What follows belongs to an exercise in optimizing a design on an open flow for a short achievable clock period and few clock cycles; a production flow would make more cautious choices.
The RTL was checked by simulation tests, not by an equivalence proof against the original design.
No activity file was given, so power comes from the tool's default toggle rates.

**flow/flow/run.sh**
```bash
#!/bin/bash
# The standard layout (the standard.sh, unchanged settings and steps),
# except that synthesis leaves full and half adders to abc as plain gates
# instead of mapping them to the platform's adder cells: an empty
# ADDER_MAP_FILE skips ORFS's extract_fa/techmap adder step. Registers,
# their names and cell types are the same as in the standard synthesis.
set -euo pipefail
export ADDER_MAP_FILE=
bash standard.sh > flow_make.log 2>&1
```
**flow/standard.sh**
```bash
#!/bin/bash
# synth_recipe.tcl (not shown) runs the flow's synth.tcl, then flattens the netlist and writes it again
# the make line also repeats each setting of config.mk as NAME=value (left out here)
make -C /OpenROAD-flow-scripts/flow DESIGN_CONFIG=/design/flow/config.mk WORK_HOME=/design/flow/orfs CLKGATE_MAP_FILE= SYNTH_SCRIPT=/design/flow/synth_recipe.tcl "${@:-finish}"
```
**flow/config.mk**
```make
export PLATFORM = sky130hd
export DESIGN_NAME = mipsCore
export DESIGN_NICKNAME = mipsCore
export VERILOG_FILES = /design/flow/design.v
export SDC_FILE = /design/flow/constraint.sdc
export NUM_CORES = 4
export LEC_CHECK = 0
export CAP_MARGIN = 20
export CORE_MARGIN = 2
export CORE_UTILIZATION = 35
export SETUP_SLACK_MARGIN = 5
export SLEW_MARGIN = 20
```
**flow/constraint.sdc**
```tcl
create_clock -name core_clock -period 8.0 [get_ports {CLK}]
set_input_delay 1.6000 -clock core_clock [delete_from_list [all_inputs] [get_ports {CLK}]]
set_output_delay 1.6000 -clock core_clock [all_outputs]
set_load 0.01 [all_outputs]
```
**flow/design.v**
```verilog
`timescale 1ns/1ps
module mipsCore (
    input  logic               CLK,
    input  logic               rst_n,
    output logic [32-1:0] o_pc,
    input  logic [32-1:0] i_instr,
    output logic [32-1:0] o_memAddr,
    output logic [32-1:0] o_memWrData,
    output logic               o_memWrite,
    output logic               o_memRead,
    input  logic [32-1:0] i_memRdData,
    input  logic               i_memReady
);
    logic        memStall;    
    logic        busFree;     
    logic        ldDone;      
    logic        stallF;      
    logic        mispE;       
    logic [31:0] pcF;
    logic [31:0] pc4F;
    logic [31:0] nextF;
    logic        isJF;
    logic        predF;
    logic [5:0]  opF;
    logic [5:0]  fnF;
    logic [4:0]  rsF, rtF, rdF;
    logic [31:0] immF;
    logic        regWriteF, isLoadF, isStoreF, isBrF, aluSrcF;
    logic        useRsF, useRtF, wrF;
    logic [4:0]  destF;
    logic [4:0]  aluSelF;     
    logic [31:0] rsRegF, rtRegF;
    logic        eA, mA, lA, rA, eB, mB, lB, rB;  
    logic        hzRs, hzRt;
    logic        killP;       
    logic        shortF;      
    logic [6:0]  brLoF;
    logic [23:0] hiIncF, hiDecF, hiC1F, hiC0F;
    logic [31:0] baseF;
    logic        holdF, useBrF;
    logic        fAE, fBE;    
    logic [31:0] rsNextF, rtNextF;
    logic        regWriteE, isLoadE, isStoreE, canMisE, isBneE, predE;
    logic [4:0]  aluSelE;
    logic [4:0]  destE;       
    logic [31:0] rsValE, rtValE, opBE, immE, pc4E, altE;
    logic [31:0] sumE, difE, addrE, aluE;
    logic        sltE, eqE;
    logic [31:0] aluM;
    logic        regWriteM;
    logic [4:0]  destM;
    logic [31:0] busAddr, busData;
    logic        busRd, busWr;
    logic [4:0]  busDest;
    logic [31:0] q1Addr, q1Data;
    logic        q1Rd, q1Wr, q1V;
    logic [4:0]  q1Dest;
    logic        killQ1;
    logic [31:0] regs [1:31];
    assign o_pc = pcF;
    assign pc4F = pcF + 32'd4;
    assign opF = i_instr[31:26];
    assign rsF = i_instr[25:21];
    assign rtF = i_instr[20:16];
    assign rdF = i_instr[15:11];
    assign fnF = i_instr[5:0];
    assign immF = {{16{i_instr[15]}}, i_instr[15:0]};
    assign isJF = (opF == 6'd2);
    assign shortF = (i_instr[15:6] == {10{i_instr[15]}});
    assign predF = (opF[5:1] == 5'b00010) && shortF &&
                   ((rsF == rtF) ? !opF[0] : (i_instr[15] || opF[0]));
    assign brLoF = {1'b0, pc4F[7:2]} + {1'b0, i_instr[5:0]};
    assign hiIncF = pc4F[31:8] + 24'd1;
    assign hiDecF = pc4F[31:8] - 24'd1;
    assign holdF = stallF || memStall;
    always_comb begin
        if (mispE)
            baseF = altE;
        else if (holdF)
            baseF = pcF;
        else if (isJF)
            baseF = {pc4F[31:28], i_instr[25:0], 2'b00};
        else
            baseF = pc4F;
    end
    assign useBrF = predF && !mispE && !holdF;
    assign hiC1F = useBrF ? (i_instr[15] ? pc4F[31:8] : hiIncF) : baseF[31:8];
    assign hiC0F = useBrF ? (i_instr[15] ? hiDecF : pc4F[31:8]) : baseF[31:8];
    assign nextF = {brLoF[6] ? hiC1F : hiC0F,
                    useBrF ? brLoF[5:0] : baseF[7:2],
                    useBrF ? 2'b00 : baseF[1:0]};
    always_ff @(posedge CLK) begin
        if (!rst_n)
            pcF <= 32'h0000_0000;
        else
            pcF <= nextF;
    end
    always_comb begin
        regWriteF = 1'b0;
        isLoadF = 1'b0;
        isStoreF = 1'b0;
        isBrF = 1'b0;
        aluSrcF = 1'b0;
        useRsF = 1'b0;
        useRtF = 1'b0;
        destF = rtF;
        aluSelF = 5'b00001;
        case (opF)
            6'd0: begin
                destF = rdF;
                useRsF = 1'b1;
                useRtF = 1'b1;
                regWriteF = 1'b1;
                case (fnF)
                    6'd33: ;
                    6'd35: aluSelF = 5'b00010;
                    6'd36:  aluSelF = 5'b00100;
                    6'd37:   aluSelF = 5'b01000;
                    6'd42:  aluSelF = 5'b10000;
                    default: begin
                        regWriteF = 1'b0;
                        useRsF = 1'b0;
                        useRtF = 1'b0;
                    end
                endcase
            end
            6'd9: begin
                regWriteF = 1'b1;
                aluSrcF = 1'b1;
                useRsF = 1'b1;
            end
            6'd35: begin
                isLoadF = 1'b1;
                aluSrcF = 1'b1;
                useRsF = 1'b1;
            end
            6'd43: begin
                isStoreF = 1'b1;
                aluSrcF = 1'b1;
                useRsF = 1'b1;
                useRtF = 1'b1;
            end
            6'd4, 6'd5: begin
                isBrF = 1'b1;
                useRsF = 1'b1;
                useRtF = 1'b1;
            end
            default: ;
        endcase
        if (destF == 5'd0)
            regWriteF = 1'b0;
        wrF = (regWriteF || isLoadF) && (destF != 5'd0);
    end
    assign ldDone = busRd && i_memReady;
    assign rsRegF = regs[rsF];
    assign rtRegF = regs[rtF];
    assign fAE = regWriteE && (destE == rsF);
    assign fBE = regWriteE && (destE == rtF);
    assign eA = fAE;
    assign mA = !eA && regWriteM && (destM == rsF);
    assign lA = !eA && !mA && ldDone && (busDest != 5'd0) && (busDest == rsF);
    assign rA = !eA && !mA && !lA && (rsF != 5'd0);
    assign eB = fBE;
    assign mB = !eB && regWriteM && (destM == rtF);
    assign lB = !eB && !mB && ldDone && (busDest != 5'd0) && (busDest == rtF);
    assign rB = !eB && !mB && !lB && (rtF != 5'd0);
    assign hzRs = (rsF != 5'd0) && ((isLoadE && (destE == rsF)) ||
                                    (!fAE && busRd && !i_memReady && (busDest == rsF)) ||
                                    (!fAE && q1Rd && (q1Dest == rsF)));
    assign hzRt = (rtF != 5'd0) && ((isLoadE && (destE == rtF)) ||
                                    (!fBE && busRd && !i_memReady && (busDest == rtF)) ||
                                    (!fBE && q1Rd && (q1Dest == rtF)));
    assign stallF = (useRsF && hzRs) || (useRtF && hzRt);
    assign memStall = (isLoadF || isStoreF) &&
                      ((q1V && (isLoadE || isStoreE || !i_memReady)) ||
                       ((busRd || busWr) && (isLoadE || isStoreE) && !i_memReady));
    assign killP = (regWriteE || isLoadE) && (busDest == destE);
    assign killQ1 = (regWriteE || isLoadE) && (q1Dest == destE);
    always_ff @(posedge CLK) begin
        if (!rst_n) begin
            regWriteE <= 1'b0;
            isLoadE <= 1'b0;
            isStoreE <= 1'b0;
            canMisE <= 1'b0;
        end else begin
            if (mispE || stallF || memStall) begin
                regWriteE <= 1'b0;
                isLoadE <= 1'b0;
                isStoreE <= 1'b0;
                canMisE <= 1'b0;
            end else begin
                regWriteE <= regWriteF;
                isLoadE <= isLoadF;
                isStoreE <= isStoreF;
                canMisE <= isBrF && (i_instr[15:0] != 16'd0);
            end
        end
    end
    assign rsNextF = ({32{eA}} & aluE) | ({32{mA}} & aluM) |
                     ({32{lA}} & i_memRdData) | ({32{rA}} & rsRegF);
    assign rtNextF = ({32{eB}} & aluE) | ({32{mB}} & aluM) |
                     ({32{lB}} & i_memRdData) | ({32{rB}} & rtRegF);
    always_ff @(posedge CLK) begin
        begin
            isBneE <= opF[0];
            predE <= predF;
            aluSelE <= aluSelF;
            destE <= wrF ? destF : 5'd0;
            rsValE <= rsNextF;
            rtValE <= rtNextF;
            opBE <= ({32{aluSrcF}} & immF) |
                    ({32{!aluSrcF && eB}} & aluE) | ({32{!aluSrcF && mB}} & aluM) |
                    ({32{!aluSrcF && lB}} & i_memRdData) | ({32{!aluSrcF && rB}} & rtRegF);
            immE <= immF;
            pc4E <= pc4F;
        end
    end
    assign sumE = rsValE + opBE;
    assign difE = rsValE - opBE;
    assign addrE = rsValE + immE;
    assign sltE = (rsValE[31] != opBE[31]) ? rsValE[31] : difE[31];
    assign aluE = ({32{aluSelE[0]}} & sumE) |
                  ({32{aluSelE[1]}} & difE) |
                  ({32{aluSelE[2]}} & (rsValE & opBE)) |
                  ({32{aluSelE[3]}} & (rsValE | opBE)) |
                  {31'd0, aluSelE[4] & sltE};
    assign eqE = (rsValE == rtValE);
    assign altE = predE ? pc4E : (pc4E + {immE[29:0], 2'b00});
    assign mispE = canMisE && ((eqE ^ isBneE) != predE);
    always_ff @(posedge CLK) begin
        if (!rst_n)
            regWriteM <= 1'b0;
        else
            regWriteM <= regWriteE;
    end
    always_ff @(posedge CLK) begin
        aluM <= aluE;
        destM <= destE;
    end
    assign busFree = !(busRd || busWr) || i_memReady;
    assign q1V = q1Rd || q1Wr;
    always_ff @(posedge CLK) begin
        if (!rst_n) begin
            busRd <= 1'b0;
            busWr <= 1'b0;
            q1Rd <= 1'b0;
            q1Wr <= 1'b0;
        end else if (busFree) begin
            busRd <= q1V ? q1Rd : isLoadE;
            busWr <= q1V ? q1Wr : isStoreE;
            q1Rd <= q1V && isLoadE;
            q1Wr <= q1V && isStoreE;
        end else if (!q1V) begin
            q1Rd <= isLoadE;
            q1Wr <= isStoreE;
        end
    end
    always_ff @(posedge CLK) begin
        if (busFree) begin
            busAddr <= q1V ? q1Addr : addrE;
            busData <= q1V ? q1Data : rtValE;
            busDest <= q1V ? (killQ1 ? 5'd0 : q1Dest) : destE;
        end else if (killP)
            busDest <= 5'd0;
    end
    always_ff @(posedge CLK) begin
        if (busFree || !q1V) begin
            q1Addr <= addrE;
            q1Data <= rtValE;
            q1Dest <= destE;
        end else if (killQ1)
            q1Dest <= 5'd0;
    end
    assign o_memAddr = busAddr;
    assign o_memWrData = busData;
    assign o_memRead = busRd;
    assign o_memWrite = busWr;
    always_ff @(posedge CLK) begin
        if (regWriteM)
            regs[destM] <= aluM;
        if (ldDone && (busDest != 5'd0))
            regs[busDest] <= i_memRdData;
    end
endmodule
```
==> flow_summary_export.csv, run 1 <==
group,metric,value,unit
yosys,synthCells,6400,
worst_hold_path,hold_depth,0,
sta,setup_tns,0,ns
sta,clock_skew,0.0435,ns
place,dpl_worst_slack,1.90,ns
clocking,numCtsBuffers,154,
setup_path,critPathMaxFanout,6,
flow_run,maxCapViolations,0,
sta,max_freq,0.294,GHz
setup_path,r2r-start,"rsValE[8]",
yosys,synthFlopType,"edfxtp_1",
power,power_density,223,mW/mm²
place,io_buffers,164,
power,ir_worst_vdd,0.000179,V
route,ant_nets,0,
global_routing,grtUsageTotal,0.277,
clocking,cts_tree,"built",
die,coreArea,0.233,mm²
clocking,root_buffer,"clkbuf_16",
clocking,clock_path_buffers,3,
route,drc_errors,0,
worst_hold_path,whs_endpoint,"pc4E[0]",
yosys,yosysWarnings,1,
clocking,htree_levels,4,
die,top_level_ports,165,
clocking,clk_latency,0.84,ns
outcome,status,"complete, no violations",
route,vias,64675,
global_routing,grt_max_degree,68,
layout,nNetsFinal,6929,
clocking,cts_sinks,1364,
yosys,yosysSeqAreaShare,0.469,
yosys,async_flop_share,0,
die,die_w,489,µm
place,gp_congestion,0.909,
sta,min_period,3.41,ns
route,drt_pass1_iterations,7,
sta,fin_ws,4.59,ns
setup_path,crit_path_end_kind,"register",
die,die_area,0.239,mm²
global_routing,grt_overflow_total,0,
yosys,synth_seq_cells,1364,
layout,largest_reg_flops,992,
global_routing,antenna_found_initial,18,
power,p_leak,37.4,nW
setup_path,crit_arrival,4.11,ns
die,start_util,0.353,
setup_path,worstPathRequired,8.71,ns
worst_hold_path,min_path_type,"reg2reg",
sta,rsz0062_at_grt,"true",
clocking,cts.clk_slew.worst_paths,0.06,ns
route,via_per_inst,6.39,
setup_path,r2r_end,"opBE[12]",
die,rows,177,
die,die_h,489,µm
sta,report.final.hold_viol_count,0,
place,hpwl,184000,µm
layout,area_growth,29.3,%
layout,top_register,"regs",
setup_path,worstSetupPathType,"in2reg",
sta,setup_violations,0,
sta,tightest_slew,1.20,ns
route,wire_per_inst,34.2,µm
route,finalWirelength,346000,µm
setup_path,worst_r2r_path_depth,11,
sta,slew_headroom,0.203,
setup_path,startpoint_type,"input port",
sta,finalCritPeriodShare,0.426,
setup_path,r2r_slack,4.68,ns
sta,drv_slew,0,
route,drtIter0Drc,10265,
yosys,synth_edf_count,1125,
layout,fillers,20292,
yosys,synth_fp_nets,6467,
yosys,syn_avg_cell_area,12.8,µm²
global_routing,grt_pass1_vias,61122,
yosys,netlist_area,0.0822,mm²
yosys,synthDistinctLibCells,99,
worst_hold_path,hold_start,"pcF[0]",
sta,whs,0.379,ns
global_routing,grt_first_pass_wirelength,470000,µm
layout,drive_above_1_share,0.494,
==> cell usage after synthesis (36+ instances only) <==
cell type,count,share of area
a22oi_1,54,0.0049
o211ai_1,45,0.0041
a21oi_1,246,0.015
o21ai_0,194,0.012
buf_2,45,0.0027
nand2b_1,43,0.0033
nand2_1,491,0.022
buf_1,101,0.0046
a31oi_1,55,0.0042
o22ai_1,36,0.0027
nor3_1,67,0.0041
mux4_2,576,0.16
dfxtp_1,239,0.058
mux2_2,975,0.13
edfxtp_1,1125,0.41
nor4_1,45,0.0034
clkbuf_1,552,0.025
nand3_1,98,0.0060
xor2_1,142,0.015
nor2_1,284,0.013
xnor2_1,184,0.020
inv_1,94,0.0043
maj3_1,45,0.0055
mux2i_1,151,0.018
nand4_1,39,0.0030
==> final cells by class <==
type | count | area [µm²] | share of cell area
clock inverter | 82 | 761 | 0.00716
inverter | 99 | 392 | 0.00368
antenna | 5 | 12.5 | 0.000118
clock buffer | 199 | 4200 | 0.0396
timing repair buffer | 997 | 11700 | 0.110
sequential | 1364 | 38900 | 0.366
tap | 3132 | 3920 | 0.0369
multi-input combinational | 4246 | 46400 | 0.437
==> critical path, cell delays in order <==
cell,delay [ns]
buf_16,0.14
buf_12,0.15
buf_16,0.13
mux4_2,0.50
mux4_2,0.55
mux2i_4,0.33
o211ai_1,0.32
mux2_4,0.37
==> timing repair <==
item / CTS / global route
hold buffers: 0 / 0
setup endpoints to repair: 2315 / 637
gates resized for setup: 1402 / 332
gates cloned: 89 / 13
buffers inserted: 398 / 162
pin swaps: 199 / 185
==> layout by cell type (no fill, tap or decap), drive strengths merged, types with 190 or more instances in the layout <==
| cell type | instances |
|---|---|
| clkbuf | 212 |
| dfxtp | 239 |
| buf | 923 |
| xnor2 | 190 |
| mux4 | 576 |
| mux2 | 975 |
| edfxtp | 1125 |
| nand2 | 493 |
| nor2 | 291 |
| o21ai | 224 |
| a21oi | 248 |
==> how the worst max path moves through the flow <==
stage	startpoint	endpoint	slack, ns	cells after the start
global route	opBE[8]	rsValE[31]	4.62	15
detailed placement	i_instr[23]	pcF[17]	1.90	11
floorplan	i_memReady	q1Addr[0]	3.44	4
global placement	i_instr[23]	pcF[17]	1.86	11
CTS	rsValE[6]	opBE[12]	4.68	11
finish	i_instr[16]	opBE[9]	4.59	8
==> per-layer routing <==
metal / wire length, µm / part of all wire / track usage / vias up
met5: 404 / 0.0012 / 0.00408 / -
met4: 27600 / 0.080 / 0.170 / 24
met3: 44000 / 0.13 / 0.0840 / 1233
met2: 152000 / 0.44 / 0.423 / 4861
met1: 123000 / 0.35 / 0.342 / 32782
li1: - / - / - / 25775
==> where the power goes <==
part	switching, mW	total, mW	internal [mW]
sequential	0.555	9.30	8.75
clock	3.10	7.14	4.04
combinational	3.30	7.24	3.93
==> cells by family (layout without fill, tap and decap cells) <==
family | count (synthesis) | in the layout | synth area share
other cells | 0 | 5 | 0
xor+xnor | 332 | 332 | 0.0359
compound gates | 923 | 924 | 0.0722
fa+ha+maj | 51 | 51 | 0.00630
flops | 1364 | 1364 | 0.469
mux | 1702 | 1702 | 0.310
buf+inv | 803 | 1377 | 0.0377
simple gates | 1225 | 1237 | 0.0686
==> metrics by stage <==
step                      cell area (µm²)  instances  utilization  total power [mW]
after floorplan                     86500       6400            -              13.9
after global placement              88800       9168        0.381              15.2
after detailed placement            89000       9174        0.382              15.4
after CTS                          103000       9942        0.442              23.2
after global routing               106000      10121        0.456              24.3
final                              106000      10124        0.456              23.7
Testbench counts, summed over its fixed seeds: cycles 28,300.
==> run 2: changes to the inputs <==
--- a/flow/config.mk
+++ b/flow/config.mk
@@ -7,6 +7,7 @@
 export LEC_CHECK = 0
 export CAP_MARGIN = 20
 export CORE_MARGIN = 2
-export CORE_UTILIZATION = 35
+export CORE_UTILIZATION = 45
+export PLACE_DENSITY = 0.64
 export SETUP_SLACK_MARGIN = 5
 export SLEW_MARGIN = 20
==> run 2 against run 1 <==
Clock power grew 3%. Global-route usage grew 6.5 points. Highest routed layer unchanged. Register-to-register slack lost 0.11 ns. Worst hold slack lost 0.010 ns. Final area shrank 2.0%. Die area shrank 22%.
==> flow_summary_export.csv, run 2 <==
group,metric,value,unit
layout,fillers,13935,
yosys,synth_seq_cells,1364,
power,total_power,23.8,mW
place,post_dp_cell_area,0.0880,mm²
route,finalWirelength,328000,µm
power,ir_worst_vdd,0.000161,V
sta,report.final.hold_viol_count,0,
die,coreArea,0.181,mm²
power,sw_frac_of_total,0.289,
route,top_layer,"met5",
layout,seq_area,0.0389,mm²
clocking,clk_latency,0.85,ns
sta,setup_violations,0,
sta,rsz0062_at_grt,"true",
setup_path,crit_chain,"buf_16 > buf_12 > buf_16 > buf_12 > mux4_2 > mux4_2 > mux2i_4 > o21ai_2 > o21bai_4 > mux2_4",
power,p_leak,36.9,nW
yosys,synth_top_area_frac,0.411,
clocking,htree_levels,4,
sta,drv_slew,0,
layout,final_cell_mix,"1,125 x edfxtp_1, 603 x mux2_2, 576 x mux4_2, 514 x buf_4, 443 x nand2_1",
layout,top_register,"regs",
route,vias,64317,
setup_path,critPathMaxStageDelay,0.55,ns
clocking,cts_sinks,1364,
yosys,synth_edf_count,1125,
clocking,cts_tree,"built",
yosys,synth_most_common_cell,"edfxtp_1",
setup_path,crit_path_end_kind,"register",
route,ant_nets,0,
layout,multiInputGateArea,0.0462,mm²
setup_path,startpoint_type,"input port",
yosys,yosysSeqAreaShare,0.469,
power,intPower,16.9,mW
yosys,synthFlopType,"edfxtp_1",
sta,clock_skew,0.0431,ns
outcome,status,"complete, no violations",
layout,largest_reg_flops,992,
die,start_util,0.454,
clocking,root_buffer,"clkbuf_16",
power,p_comb_frac,0.287,
power,clock_power_share,0.308,
layout,final_common_cell,"edfxtp_1",
clocking,numCtsBuffers,152,
clocking,clock_path_buffers,3,
setup_path,cp_slowest_cell,"mux4_2",
yosys,async_flop_share,0,
yosys,synth_area_leaders,"edfxtp_1 41%, mux4_2 16%, mux2_2 13%",
yosys,yosysWarnings,1,
setup_path,critPathTopFamily,"multiplexers",
flow_run,maxCapViolations,0,
global_routing,grt_max_degree,68,
sta,slew_headroom,0.234,
route,drt_pass1_iterations,7,
power,pwr-share-seq,0.404,
die,die_w,431,µm
die,die_area,0.186,mm²
place,io_buffers,164,
yosys,syn_avg_cell_area,12.8,µm²
die,top_level_ports,165,
place,hpwl,178000,µm
layout,stdcell_area,0.104,mm²
route,via_per_inst,6.90,
sta,setup_tns,0,ns
global_routing,grt_pass1_vias,61519,
route,wl_met1,116000,µm
yosys,synth_top_area_cell,"edfxtp_1",
sta,max_freq,0.290,GHz
worst_hold_path,min_path_type,"reg2reg",
die,die_h,431,µm
setup_path,worstPathRequired,8.73,ns
die,rows,156,
route,wire_per_inst,35.3,µm
global_routing,grt_first_pass_wirelength,455000,µm
sta,tightest_slew,1.15,ns
setup_path,worstSetupPathType,"in2reg",
layout,area_growth,26.8,%
clocking,cts.clk_slew.worst_paths,0.07,ns
yosys,synth_fp_nets,6467,
yosys,netlist_area,0.0822,mm²
yosys,synth_top_cells_by_count,"1,125 x edfxtp_1, 975 x mux2_2, 576 x mux4_2",
layout,nNetsFinal,6884,
route,drc_errors,0,
yosys,synthDistinctLibCells,99,
global_routing,grtUsageTotal,0.342,
sta,finalCritPeriodShare,0.430,
yosys,synthCells,6400,
power,power_density,228,mW/mm²
route,wl_met3,40600,µm
global_routing,antenna_found_initial,9,
global_routing,grt_overflow_total,0,
setup_path,crit_arrival,4.18,ns
power,power_switching,6.87,mW
sta,min_period,3.44,ns
setup_path,critPathBufInv,4,
layout,drive_above_1_share,0.488,
route,drtIter0Drc,10182,
place,gp_congestion,0.934,
setup_path,critPathMaxFanout,7,
route,dr_wl_met2,147000,µm
==> run 2: power by group through the flow <==
stage / clock network [mW] / logic (mW) / registers, mW
final: 7.32 / 6.83 / 9.61
after global routing: 7.60 / 7.17 / 9.66
after floorplan: 0 / 4.81 / 9.09
after CTS: 7.33 / 6.33 / 9.57
after detailed placement: 0 / 5.61 / 9.74
after global placement: 0 / 5.46 / 9.72
==> run 2: through the flow <==
stage          hold slack [ns]  instances  worst slack, ns   util
2_1_floorplan            0.329       6400             3.44      -
3_3_place_gp             0.369       8395             2.10  0.485
3_5_place_dp             0.372       8400             2.01  0.486
4_1_cts                  0.368       9142             4.62  0.559
5_1_grt                  0.380       9311             4.56  0.575
6_report                 0.369       9316             4.56  0.575
==> run 2: logic make-up after synthesis <==
family,synth area share
flops,0.469
mux,0.310
fa+ha+maj,0.00630
xor+xnor,0.0359
buf+inv,0.0377
simple gates,0.0686
compound gates,0.0722
==> run 2: worst reg2reg max path, cell delays in order, from the launching register on <==
cell,delay (ns)
dfxtp_4,0.44
buf_4,0.16
xor2_2,0.20
nand4_1,0.26
a2111oi_4,0.60
nor3_4,0.13
o21ai_4,0.20
o2111a_1,0.25
mux2i_1,0.23
o211ai_1,0.28
a21oi_2,0.40
a21oi_1,0.10
==> run 2: layer usage <==
metal / track usage / vias up
met4: 0.203 / 2
met2: 0.528 / 4938
met3: 0.103 / 1332
met5: 0 / -
li1: - / 25704
met1: 0.424 / 32341
==> run 2: area by class of cell <==
type	instances	share of cell area
Clock buffer	205	0.0415
Inverter	99	0.00375
Tap cell	2370	0.0285
Antenna cell	9	0.000216
Timing Repair inverter	1	0.0000721
Multi-Input combinational cell	4242	0.443
Sequential cell	1364	0.373
Timing Repair Buffer	957	0.102
Clock inverter	69	0.00736
==> run 2: worst paths after layout <==
kind | startpoint | endpoint | slack [ns] | cells past startpoint
min | pcF[0] | pc4E[0] | 0.37 | 0
min reg2reg | pcF[0] | pc4E[0] | 0.37 | 0
max | i_instr[16] | opBE[15] | 4.56 | 10
max reg2reg | rsValE[3] | opBE[25] | 4.57 | 11
==> run 2: repair_timing <==
action / in CTS / in global routing
gates cloned: 73 / 8
hold buffers: 0 / 0
resized for setup: 1290 / 308
pin swaps: 166 / 189
setup buffers: 395 / 156
setup endpoints to repair: 2246 / 316
==> run 3: changes to the inputs <==
--- a/flow/design.v
+++ b/flow/design.v
@@ -21,6 +21,9 @@
     logic [31:0] nextF;
     logic        isJF;
     logic        predF;
+    logic        statPredF;   
+    logic        zeroE;       
+    logic        resolvedF;   
     logic [5:0]  opF;
     logic [5:0]  fnF;
     logic [4:0]  rsF, rtF, rdF;
@@ -67,8 +70,12 @@
     assign immF = {{16{i_instr[15]}}, i_instr[15:0]};
     assign isJF = (opF == 6'd2);
     assign shortF = (i_instr[15:6] == {10{i_instr[15]}});
+    assign statPredF = (rsF == rtF) ? !opF[0] : (i_instr[15] || opF[0]);
+    assign resolvedF = (opF[5:1] == 5'b00010) && shortF && (rsF != rtF) &&
+                       (((rtF == 5'd0) && fAE) || ((rsF == 5'd0) && fBE)) &&
+                       (aluSelE[3:0] != 4'd0);
     assign predF = (opF[5:1] == 5'b00010) && shortF &&
-                   ((rsF == rtF) ? !opF[0] : (i_instr[15] || opF[0]));
+                   (resolvedF ? (zeroE ^ opF[0]) : statPredF);
     assign brLoF = {1'b0, pc4F[7:2]} + {1'b0, i_instr[5:0]};
     assign hiIncF = pc4F[31:8] + 24'd1;
     assign hiDecF = pc4F[31:8] - 24'd1;
@@ -192,7 +199,7 @@
                 regWriteE <= regWriteF;
                 isLoadE <= isLoadF;
                 isStoreE <= isStoreF;
-                canMisE <= isBrF && (i_instr[15:0] != 16'd0);
+                canMisE <= isBrF && (i_instr[15:0] != 16'd0) && !resolvedF;
             end
         end
     end
@@ -225,6 +232,13 @@
                   ({32{aluSelE[3]}} & (rsValE | opBE)) |
                   {31'd0, aluSelE[4] & sltE};
     assign eqE = (rsValE == rtValE);
+    logic zSum, zDif, zAnd, zOr;
+    assign zSum = ((rsValE ^ opBE) == {rsValE[30:0] | opBE[30:0], 1'b0});
+    assign zDif = (rsValE == opBE);
+    assign zAnd = ((rsValE & opBE) == 32'd0);
+    assign zOr = ((rsValE | opBE) == 32'd0);
+    assign zeroE = (aluSelE[0] & zSum) | (aluSelE[1] & zDif) |
+                   (aluSelE[2] & zAnd) | (aluSelE[3] & zOr);
     assign altE = predE ? pc4E : (pc4E + {immE[29:0], 2'b00});
     assign mispE = canMisE && ((eqE ^ isBneE) != predE);
     always_ff @(posedge CLK) begin
--- a/flow/config.mk
+++ b/flow/config.mk
@@ -7,7 +7,7 @@
 export LEC_CHECK = 0
 export CAP_MARGIN = 20
 export CORE_MARGIN = 2
-export CORE_UTILIZATION = 45
-export PLACE_DENSITY = 0.64
+export CORE_UTILIZATION = 50
+export PLACE_DENSITY = 0.68
 export SETUP_SLACK_MARGIN = 5
 export SLEW_MARGIN = 20
==> run 3 against run 2 <==
Still clean. First-iteration DRC count rose by 8.8%. Clock skew is 0.014 ns lower. Flip-flop and latch count is the same. Final cell count decreased by 1.7%. Worst setup slack worse by 0.13 ns. Via count increased by 2.9%. Critical endpoint is now pcF[28].
==> flow_summary_export.csv, run 3 <==
group,metric,value,unit
setup_path,worst_r2r_path_depth,11,
setup_path,crit_path_end_kind,"register",
clocking,cts_tree,"built",
route,finalWirelength,346000,µm
setup_path,critPathCapture,"pcF[28]",
global_routing,grt_pass1_vias,63283,
sta,setup_violations,0,
layout,drive_above_1_share,0.496,
flow_run,maxCapViolations,0,
yosys,synth-simple-area-share,0.0717,
yosys,synth_seq_cells,1364,
sta,clock_skew,0.0287,ns
setup_path,timing.critical_path.mode_cell,"or4b_4",
place,post_dp_cell_area,0.0885,mm²
layout,largest_reg_flops,992,
route,drc_errors,0,
place,hpwl,180000,µm
power,power_density,230,mW/mm²
setup_path,r2r_end,"pcF[28]",
setup_path,worstSetupStartpoint,"pcF[14]",
yosys,synth_top_family_by_area,"multiplexers",
route,drtIter0Drc,11081,
sta,rsz0062_at_grt,"true",
yosys,syn_avg_cell_area,12.8,µm²
die,coreArea,0.165,mm²
setup_path,worstPathRequired,8.69,ns
setup_path,crit_chain,"and3_4 > or4b_4 > xnor2_4 > nand4b_4 > or4b_4 > or4_4 > or2_4 > mux2i_4 > xnor2_2 > nand2_1 > and3_1",
yosys,synthFlopType,"edfxtp_1",
yosys,synth_top_cells_by_count,"1,125 x edfxtp_1, 981 x mux2_2, 576 x mux4_2",
power,ir_worst_vdd,0.000192,V
setup_path,critPathMaxStageDelay,0.56,ns
yosys,synthCells,6445,
setup_path,worstSetupPathType,"reg2reg",
route,ant_nets,0,
setup_path,crit_arrival,4.27,ns
yosys,synth.area.mux_share,0.309,
outcome,status,"complete, no violations",
sta,min_period,3.58,ns
clocking,clock_path_buffers,3,
sta,max_freq,0.280,GHz
global_routing,grt_max_degree,68,
global_routing,grt_overflow_total,0,
sta,tightest_slew,1.16,ns
setup_path,crit_cells,11,
sta,slew_headroom,0.221,
setup_path,critPathBufInv,0,
layout,nNetsFinal,6908,
layout,multiInputGateArea,0.0474,mm²
place,gp_congestion,0.968,
yosys,yosysWarnings,1,
layout,seq_area,0.0389,mm²
clocking,htree_levels,4,
clocking,root_buffer,"clkbuf_16",
clocking,cts_sinks,1364,
yosys,synthXorXnorAreaFrac,0.0373,
yosys,synth_area_leaders,"edfxtp_1 41%, mux4_2 16%, mux2_2 13%",
clocking,cts_hold_buf,0,
die,rows,149,
layout,final_common_cell,"edfxtp_1",
global_routing,grt_first_pass_wirelength,472000,µm
die,die_w,411,µm
layout,area_growth,27.7,%
setup_path,startpoint_type,"register",
yosys,synthDistinctLibCells,98,
worst_hold_path,min_path_type,"reg2reg",
sta,finalCritPeriodShare,0.447,
sta,setup_tns,0,ns
setup_path,critPathTopFamily,"simple AND/OR/NAND/NOR gates",
yosys,synth_most_common_cell,"edfxtp_1",
setup_path,r2r-start,"pcF[14]",
global_routing,grtUsageTotal,0.391,
setup_path,critPathMaxFanout,5,
route,wire_per_inst,37.7,µm
die,top_level_ports,165,
yosys,yosysSeqAreaShare,0.466,
clocking,clk_latency,0.82,ns
layout,final_cell_mix,"1,125 x edfxtp_1, 576 x mux4_2, 556 x mux2_2, 425 x mux2_4, 421 x nand2_1",
die,die_area,0.169,mm²
yosys,netlist_area,0.0827,mm²
yosys,synth_fp_nets,6512,
clocking,cts.clk_slew.worst_paths,0.07,ns
yosys,async_flop_share,0,
layout,fin_util,0.641,
yosys,synth_edf_count,1125,
die,start_util,0.502,
power,p_leak,37.6,nW
layout,stdcell_area,0.106,mm²
route,vias,66178,
route,via_per_inst,7.22,
global_routing,antenna_found_initial,16,
yosys,synth_top_area_cell,"edfxtp_1",
layout,top_register,"regs",
setup_path,cp_slowest_cell,"or4b_4",
sta,report.final.hold_viol_count,0,
yosys,synth_fa_ha_area_frac,0.00850,
route,drt_pass1_iterations,12,
place,io_buffers,164,
clocking,numCtsBuffers,152,
yosys,synth_top_area_frac,0.408,
setup_path,r2r_slack,4.42,ns
layout,fillers,11443,
die,die_h,411,µm
yosys,synth_compound_gate_area_share,0.0699,
sta,drv_slew,0,
==> run 3: changes by cell type after synthesis, moves of 27 or more <==
cell / previous run / this run
o21ai_1: 29 / 1
xnor2_1: 184 / 212
buf_1: 101 / 128
a21oi_1: 246 / 218
==> run 3: area by class of cell <==
class                           instances  share of cell area
Multi-Input combinational cell       4289               0.449
Sequential cell                      1364               0.368
Timing Repair Buffer                  933               0.107
Clock buffer                          200              0.0395
Tap cell                             2189              0.0259
Clock inverter                         76             0.00655
Inverter                              101             0.00372
Antenna cell                           10            0.000237
==> run 3: worst min path at each step <==
stage               depth (start not counted)  endpoint     start  slack [ns]
CTS                                         0   pc4E[1]    pcF[1]        0.37
floorplan                                   0  destM[0]  destE[0]        0.33
detailed placement                          0   pc4E[1]    pcF[1]        0.37
global route                                0   pc4E[0]    pcF[0]        0.38
global placement                            0   pc4E[0]    pcF[0]        0.38
finish                                      0   pc4E[1]    pcF[1]        0.37
==> run 3: kinds of logic (layout without fill, tap and decap cells) <==
kind of cell    Yosys count  in the layout
xor+xnor                349            349
flops                  1364           1364
simple gates           1263           1270
buf+inv                 800           1310
fa+ha+maj                70             70
compound gates          887            888
mux                    1712           1712
other cells               0             10
==> run 3: where the power goes <==
part	total (mW)	switching [mW]	internal, mW
combinational	7.56	3.34	4.22
sequential	9.65	0.894	8.76
clock	7.09	3.08	4.00
total	24.3	7.32	17.0
==> run 3: repair_timing <==
| action | CTS | global route |
|---|---|---|
| hold endpoints to repair | 0 | 0 |
| cloned | 77 | 21 |
| endpoints found under the setup margin | 2353 | 972 |
| pin swaps | 223 | 197 |
| buffers inserted | 348 | 149 |
| gates resized for setup | 1440 | 336 |
==> run 3: per-layer routing <==
layer  track usage  up-vias  share of wire
met2         0.587     5668           0.44
li1              -    25835              -
met1         0.478    33026           0.33
met4         0.272       10          0.091
met3         0.129     1639           0.14
met5       0.00339        -        0.00045
==> run 3: worst reg2reg max path, delay by kind of cell (launching register included) <==
family	cells	cell delay, ns
AND/OR/NAND/NOR	8	2.54
flip-flops	1	0.37
XOR/XNOR	2	0.37
multiplexers	1	0.18
==> run 3: per-stage QoR <==
| step | setup WS (ns) | hold WS [ns] | std cells | power, mW |
|---|---|---|---|---|
| floorplan | 3.52 | 0.329 | 6445 | 14.1 |
| global placement | 2.03 | 0.375 | 8280 | 15.6 |
| detailed placement | 2.36 | 0.367 | 8281 | 15.7 |
| CTS | 4.49 | 0.373 | 8982 | 23.6 |
| global route | 4.36 | 0.378 | 9156 | 24.9 |
| finish | 4.42 | 0.371 | 9162 | 24.3 |
Testbench counts of run 3, summed over its fixed seeds: cycles 27,765.
==> run 4: changes to the inputs <==
--- a/flow/config.mk
+++ b/flow/config.mk
@@ -7,7 +7,7 @@
 export LEC_CHECK = 0
 export CAP_MARGIN = 20
 export CORE_MARGIN = 2
-export CORE_UTILIZATION = 50
-export PLACE_DENSITY = 0.68
+export CORE_UTILIZATION = 45
+export PLACE_DENSITY = 0.64
 export SETUP_SLACK_MARGIN = 5
 export SLEW_MARGIN = 20
==> run 4 against run 3 <==
Die area increased by 11%. Largest power group unchanged. Sequential share of layout area decreased by 0.17 points. Clock power decreased by 2%. Register-to-register slack improved by 0.07 ns. Maximum frequency increased by 1.9%. Combinational power increased by 6.1%. Critical path depth unchanged.
==> flow_summary_export.csv, run 4 <==
group,metric,value,unit
global_routing,grt_max_degree,68,
setup_path,crit_chain,"nand4_4 > or4b_4 > xnor2_4 > nand4b_4 > or4b_4 > or4_4 > or2_4 > nor2_4 > nor2_1 > xnor2_1 > a211o_1",
route,drt_pass1_iterations,9,
setup_path,timing.critical_path.mode_cell,"or4b_4",
setup_path,worst_r2r_path_depth,11,
worst_hold_path,min_path_type,"reg2reg",
setup_path,startpoint_type,"register",
yosys,synth_area_leaders,"edfxtp_1 41%, mux4_2 16%, mux2_2 13%",
die,die_w,433,µm
yosys,synth_edf_count,1125,
sta,tightest_slew,1.29,ns
die,start_util,0.452,
route,finalWirelength,342000,µm
place,dp_cells,8555,
sta,rsz0062_at_grt,"true",
setup_path,critPathTopFamily,"simple AND/OR/NAND/NOR gates",
place,post_dp_cell_area,0.0889,mm²
place,io_buffers,164,
setup_path,critPathBufInv,0,
flow_run,maxCapViolations,0,
power,ir_worst_vdd,0.000251,V
worst_hold_path,hold_start,"pcF[0]",
clocking,clk_latency,0.85,ns
sta,fin_ws,4.49,ns
sta,setup_tns,0,ns
sta,whs,0.353,ns
layout,largest_reg_flops,992,
global_routing,grt_overflow_total,0,
route,wire_per_inst,35.9,µm
clocking,numCtsBuffers,150,
setup_path,worstSetupPathType,"reg2reg",
global_routing,grt_first_pass_wirelength,470000,µm
yosys,synth_fp_nets,6512,
setup_path,r2r-start,"pcF[4]",
clocking,cts.clk_slew.worst_paths,0.07,ns
yosys,synth_top_cells_by_count,"1,125 x edfxtp_1, 981 x mux2_2, 576 x mux4_2",
sta,drv_slew,0,
setup_path,crit_arrival,4.22,ns
route,vias,65668,
global_routing,antenna_found_initial,21,
sta,max_freq,0.285,GHz
die,die_area,0.187,mm²
layout,nNetsFinal,6993,
yosys,synth_top_area_frac,0.408,
die,rows,157,
setup_path,r2r_slack,4.49,ns
layout,drive_above_1_share,0.497,
yosys,synth_top_area_cell,"edfxtp_1",
route,drc_errors,0,
yosys,syn_avg_cell_area,12.8,µm²
global_routing,grt_pass1_vias,62359,
route,via_per_inst,6.90,
clocking,cts_sinks,1364,
global_routing,grtUsageTotal,0.351,
yosys,synthCells,6445,
die,die_h,433,µm
route,drtIter0Drc,9849,
power,power_density,227,mW/mm²
setup_path,critPathMaxStageDelay,0.64,ns
power,p_leak,37.8,nW
sta,clock_skew,0.0452,ns
yosys,yosysSeqAreaShare,0.466,
layout,final_common_cell,"edfxtp_1",
sta,min_period,3.51,ns
setup_path,worstPathRequired,8.71,ns
yosys,yosysWarnings,1,
clocking,htree_levels,4,
yosys,synthFlopType,"edfxtp_1",
yosys,async_flop_share,0,
layout,stdcell_count,9520,
layout,seq_area,0.0389,mm²
worst_hold_path,whs_endpoint,"pc4E[0]",
layout,fillers,13897,
clocking,clock_path_buffers,3,
setup_path,crit_path_end_kind,"register",
sta,report.final.hold_viol_count,0,
clocking,cts_hold_buf,0,
yosys,synthDistinctLibCells,98,
setup_path,critPathMaxFanout,6,
route,ant_nets,0,
setup_path,cp_slowest_cell,"or4b_4",
yosys,netlist_area,0.0827,mm²
die,top_level_ports,165,
place,gp_congestion,0.971,
layout,final_cell_mix,"1,125 x edfxtp_1, 576 x mux4_2, 562 x mux2_2, 504 x buf_4, 435 x nand2_1",
sta,slew_headroom,0.137,
worst_hold_path,hold_depth,0,
clocking,cts_tree,"built",
layout,stdcell_area,0.106,mm²
sta,finalCritPeriodShare,0.439,
die,coreArea,0.183,mm²
layout,top_register,"regs",
place,hpwl,185000,µm
setup_path,r2r_end,"pcF[29]",
yosys,synth_seq_cells,1364,
clocking,root_buffer,"clkbuf_16",
layout,multiInputGateArea,0.0472,mm²
outcome,status,"complete, no violations",
yosys,synth_most_common_cell,"edfxtp_1",
sta,setup_violations,0,
layout,area_growth,28.4,%
place,dpl_worst_slack,2.42,ns
-- run 4: cell counts after synthesis --
No cell type changed its count.
-- run 4: kinds of logic (layout without fill, tap and decap cells) --
kind of cell / Yosys count / after routing / share of synthesized area
simple gates: 1263 / 1271 / 0.0717
mux: 1712 / 1712 / 0.309
buf+inv: 800 / 1393 / 0.0370
fa+ha+maj: 70 / 70 / 0.00850
xor+xnor: 349 / 349 / 0.0373
flops: 1364 / 1364 / 0.466
other cells: 0 / 8 / 0
compound gates: 887 / 889 / 0.0699
-- run 4: timing repair --
| action | 4_1_cts | 5_1_grt |
|---|---|---|
| resized for setup | 1417 | 366 |
| endpoints found under the setup margin | 2353 | 1013 |
| cloned | 75 | 18 |
| setup buffers | 387 | 203 |
| pin swaps | 219 | 169 |
-- run 4: cell type report --
type | instances | share of cell area
clock inverters | 76 | 0.00683
well taps | 2464 | 0.0290
repair inverters | 1 | 0.0000707
multi-input cells | 4291 | 0.445
diodes | 8 | 0.000188
clock buffers | 198 | 0.0381
repair buffers | 1017 | 0.111
flip-flops and latches | 1364 | 0.366
inverters | 101 | 0.00372
-- run 4: metrics by stage --
stage / utilization / power (mW)
6_report: 0.581 / 24.2
5_1_grt: 0.581 / 24.8
4_1_cts: 0.561 / 23.5
3_5_place_dp: 0.486 / 15.7
3_3_place_gp: 0.486 / 15.6
2_1_floorplan: - / 14.1
-- run 4: layer usage --
metal  track usage  routed length [µm]
met1         0.438              118000
met2         0.550              156000
met3        0.0821               40400
met4         0.225               27500
met5             0                  69
-- run 4: how the worst max path moves through the flow --
stage	from	end	slack [ns]	cells after the start
finish	pcF[4]	pcF[29]	4.49	11
global route	rsValE[21]	opBE[29]	4.42	13
CTS	pcF[5]	pcF[29]	4.49	11
detailed placement	i_instr[1]	pcF[31]	2.42	12
global placement	i_instr[16]	opBE[11]	2.46	9
floorplan	i_memReady	q1Addr[0]	3.52	4
-- run 4: worst register-to-register path: cells and delay by family, from the launching register on --
kind	cells	cell delay, ns
simple gates	8	2.38
flops	1	0.37
xor+xnor	2	0.34
compound gates	1	0.29
-- run 4: where the power goes --
| group | leakage (nW) | switching (mW) | internal [mW] | total (mW) |
|---|---|---|---|---|
| logic | 23.1 | 3.72 | 4.30 | 8.02 |
| clock network | 2.30 | 3.09 | 3.82 | 6.92 |
| registers | 12.4 | 0.471 | 8.75 | 9.22 |
| total | 37.8 | 7.28 | 16.9 | 24.2 |
==> run 5: changes to the inputs <==
--- a/flow/config.mk
+++ b/flow/config.mk
@@ -7,7 +7,7 @@
 export LEC_CHECK = 0
 export CAP_MARGIN = 20
 export CORE_MARGIN = 2
-export CORE_UTILIZATION = 45
-export PLACE_DENSITY = 0.64
+export CORE_UTILIZATION = 40
+export GPL_ROUTABILITY_DRIVEN = 0
 export SETUP_SLACK_MARGIN = 5
 export SLEW_MARGIN = 20
==> run 5 against run 4 <==
Die area up 12%. Largest power group unchanged. Still clean. Routed wire length up 3.5%. Maximum frequency down 3.1%. Via count down 0.34%. Worst hold slack better by 0.019 ns.
==> flow_summary_export.csv, run 5 <==
group,metric,value,unit
route,wire_per_inst,36.7,µm
yosys,synth_top_cells_by_count,"1,125 x edfxtp_1, 981 x mux2_2, 576 x mux4_2",
clocking,numCtsBuffers,154,
global_routing,grt_max_degree,73,
power,p_leak,37.3,nW
setup_path,r2r-start,"rsValE[7]",
yosys,synth_fp_nets,6512,
global_routing,grt_first_pass_wirelength,485000,µm
yosys,syn_avg_cell_area,12.8,µm²
clocking,cts_hold_buf,0,
route,finalWirelength,353000,µm
setup_path,timing.critical_path.mode_cell,"buf_12",
layout,final_cell_mix,"1,125 x edfxtp_1, 576 x mux4_2, 559 x mux2_2, 432 x nand2_1, 422 x mux2_4",
worst_hold_path,min_path_type,"reg2reg",
yosys,synth_edf_count,1125,
setup_path,worstSetupStartpoint,"rsValE[7]",
layout,fillers,16796,
sta,slew_headroom,0.177,
route,drc_errors,0,
die,rows,166,
setup_path,critPathTopFamily,"compound AO/OA/AOI/OAI gates",
sta,min_period,3.62,ns
global_routing,antenna_found_initial,20,
layout,final_common_cell,"edfxtp_1",
yosys,synth_seq_cells,1364,
sta,drv_slew,0,
layout,multiInputGateArea,0.0468,mm²
sta,setup_violations,0,
layout,drive_above_1_share,0.482,
clocking,root_buffer,"clkbuf_16",
clocking,cts.clk_slew.worst_paths,0.06,ns
sta,max_freq,0.276,GHz
worst_hold_path,hold_start,"pcF[0]",
yosys,synth_top_area_frac,0.408,
place,io_buffers,164,
clocking,cts_tree,"built",
setup_path,worstSetupPathType,"reg2reg",
global_routing,grtUsageTotal,0.325,
route,via_per_inst,6.79,
yosys,synth_most_common_cell,"edfxtp_1",
route,vias,65444,
yosys,async_flop_share,0,
clocking,clk_latency,0.88,ns
layout,nNetsFinal,6876,
sta,rsz0062_at_grt,"true",
yosys,netlist_area,0.0827,mm²
route,drt_pass1_iterations,10,
setup_path,crit_chain,"buf_12 > xnor2_4 > nor4_2 > nand3_1 > a311oi_2 > o31a_1 > a2111o_1 > nand2_2 > or4_4 > o21ai_4 > a221oi_4 > buf_12 > o221ai_4",
place,hpwl,186000,µm
route,drtIter0Drc,10785,
layout,top_register,"regs",
setup_path,worstPathRequired,8.74,ns
yosys,synth_top_area_cell,"edfxtp_1",
yosys,synthDistinctLibCells,98,
layout,area_growth,27.2,%
setup_path,crit_path_end_kind,"register",
outcome,status,"complete, no violations",
sta,finalCritPeriodShare,0.453,
clocking,cts_sinks,1364,
yosys,yosysSeqAreaShare,0.466,
setup_path,startpoint_type,"register",
setup_path,critPathMaxStageDelay,0.45,ns
die,die_area,0.210,mm²
die,coreArea,0.205,mm²
global_routing,grt_overflow_total,0,
sta,tightest_slew,1.23,ns
yosys,synth_area_leaders,"edfxtp_1 41%, mux4_2 16%, mux2_2 13%",
die,top_level_ports,165,
layout,largest_reg_flops,992,
sta,clock_skew,0.0398,ns
setup_path,critPathBufInv,2,
yosys,yosysWarnings,1,
flow_run,maxCapViolations,0,
setup_path,critPathMaxFanout,4,
power,total_power,24.2,mW
sta,report.final.hold_viol_count,0,
route,ant_nets,0,
layout,seq_area,0.0389,mm²
sta,setup_tns,0,ns
power,ir_worst_vdd,0.000177,V
die,die_h,459,µm
die,die_w,459,µm
setup_path,cp_slowest_cell,"or4_4",
clocking,htree_levels,4,
setup_path,crit_arrival,4.36,ns
global_routing,grt_pass1_vias,62827,
power,power_density,230,mW/mm²
clocking,clock_path_buffers,3,
yosys,synthFlopType,"edfxtp_1",
yosys,synthCells,6445,
die,start_util,0.403,
-- run 5: worst register-to-register path, stage by stage, from the launching register on --
cell and delay (ns):
dfxtp_4 0.39, buf_12 0.15, xnor2_4 0.15, nor4_2 0.30, nand3_1 0.18, a311oi_2 0.38
o31a_1 0.34, a2111o_1 0.27, nand2_2 0.10, or4_4 0.45, o21ai_4 0.17, a221oi_4 0.09
buf_12 0.18, o221ai_4 0.37
-- run 5: path summary, 6_finish.rpt --
path | to | slack, ns | depth (start not counted)
worst min register to register | pc4E[0] | 0.37 | 0
worst min-delay path | pc4E[0] | 0.37 | 0
worst max-delay path | rsValE[30] | 4.38 | 13
worst max register to register | rsValE[30] | 4.38 | 13
-- run 5: final cells by class --
class | count | share of cell area
multi-input cells | 4287 | 0.445
flip-flops and latches | 1364 | 0.369
repair buffers | 900 | 0.102
clock buffers | 215 | 0.0402
well taps | 2688 | 0.0320
clock inverters | 71 | 0.00760
inverters | 101 | 0.00372
diodes | 10 | 0.000238
repair inverters | 1 | 0.0000713
-- run 5: logic make-up (layout without fill, tap and decap cells) --
family | after synthesis | count (layout) | share of synthesized area
muxes | 1712 | 1712 | 0.309
DFF | 1364 | 1364 | 0.466
and+or+nand+nor | 1263 | 1269 | 0.0717
AOI/OAI and AO/OA | 887 | 887 | 0.0699
buffers and inverters | 800 | 1288 | 0.0370
xor gates and xnor gates | 349 | 349 | 0.0373
adders and majority gates | 70 | 70 | 0.00850
other | 0 | 10 | 0
-- run 5: metrics by stage --
stage	setup WS, ns	instances	util	hold WS, ns	cell area (µm²)
after floorplan	3.52	6445	-	0.329	87300
after global placement	2.08	8788	0.435	0.370	89200
after detailed placement	2.12	8794	0.435	0.374	89300
after CTS	4.42	9500	0.501	0.373	103000
after global routing	4.37	9633	0.513	0.377	105000
final	4.38	9637	0.513	0.372	105000
-- run 5: routing by layer --
metal	vias up	routed length, µm	GRT usage	part of all wire
met2	5210	153000	0.481	0.43
met3	1364	48500	0.106	0.14
met5	-	294	0.00344	0.00083
li1	25753	-	-	-
met4	20	26500	0.208	0.075
met1	33097	125000	0.409	0.35
-- run 5: report_power, final --
group / leakage, nW / switching, mW / internal [mW] / total [mW]
sequential: 12.4 / 0.977 / 8.76 / 9.73
combinational: 22.5 / 3.10 / 4.13 / 7.23
clock: 2.44 / 3.20 / 4.04 / 7.24
-- run 5: timing repair --
item | in CTS | in global routing
endpoints found under the setup margin | 2278 | 545
pin swaps | 209 | 125
resized for setup | 1387 | 271
cloned | 71 | 9
hold endpoints to repair | 0 | 0
buffers inserted | 349 | 118

-- afterwards: timing with drivers on the ports --
The results above use ideal ports. As a check the final layouts listed here were re-extracted and re-timed, cells and wires unchanged. Step 1 assumes that a clkbuf_16 drives the clock port and a buf_2 every other input. Step 2 also shifts input and output timing later by t, the mid clock arrival at the registers, as if the neighbouring blocks saw the same clock. Three values: ideal, step 1, step 2; two values: the first two.
run | t (ns) | setup slack, ns | hold slack, ns
run 1 | 0.909 | 4.594 / 4.058 / 3.149 | 0.379 / 0.379 / 0.379
run 2 | 0.921 | 4.557 / 4.305 / 3.384 | 0.369 / 0.369 / 0.369
run 3 | 0.887 | 4.423 / 4.134 / 3.247 | 0.371 / 0.371 / 0.371
run 4 | 0.910 | 4.490 / 4.126 / 3.216 | 0.353 / 0.353 / 0.353
run 5 | 0.945 | 4.378 / 4.112 / 3.168 | 0.372 / 0.372 / 0.372
After both steps setup and hold are still met in every run listed. The setup slack of run 1, which loses most, moves by -0.536 ns with the drivers and by -1.445 ns with both steps.
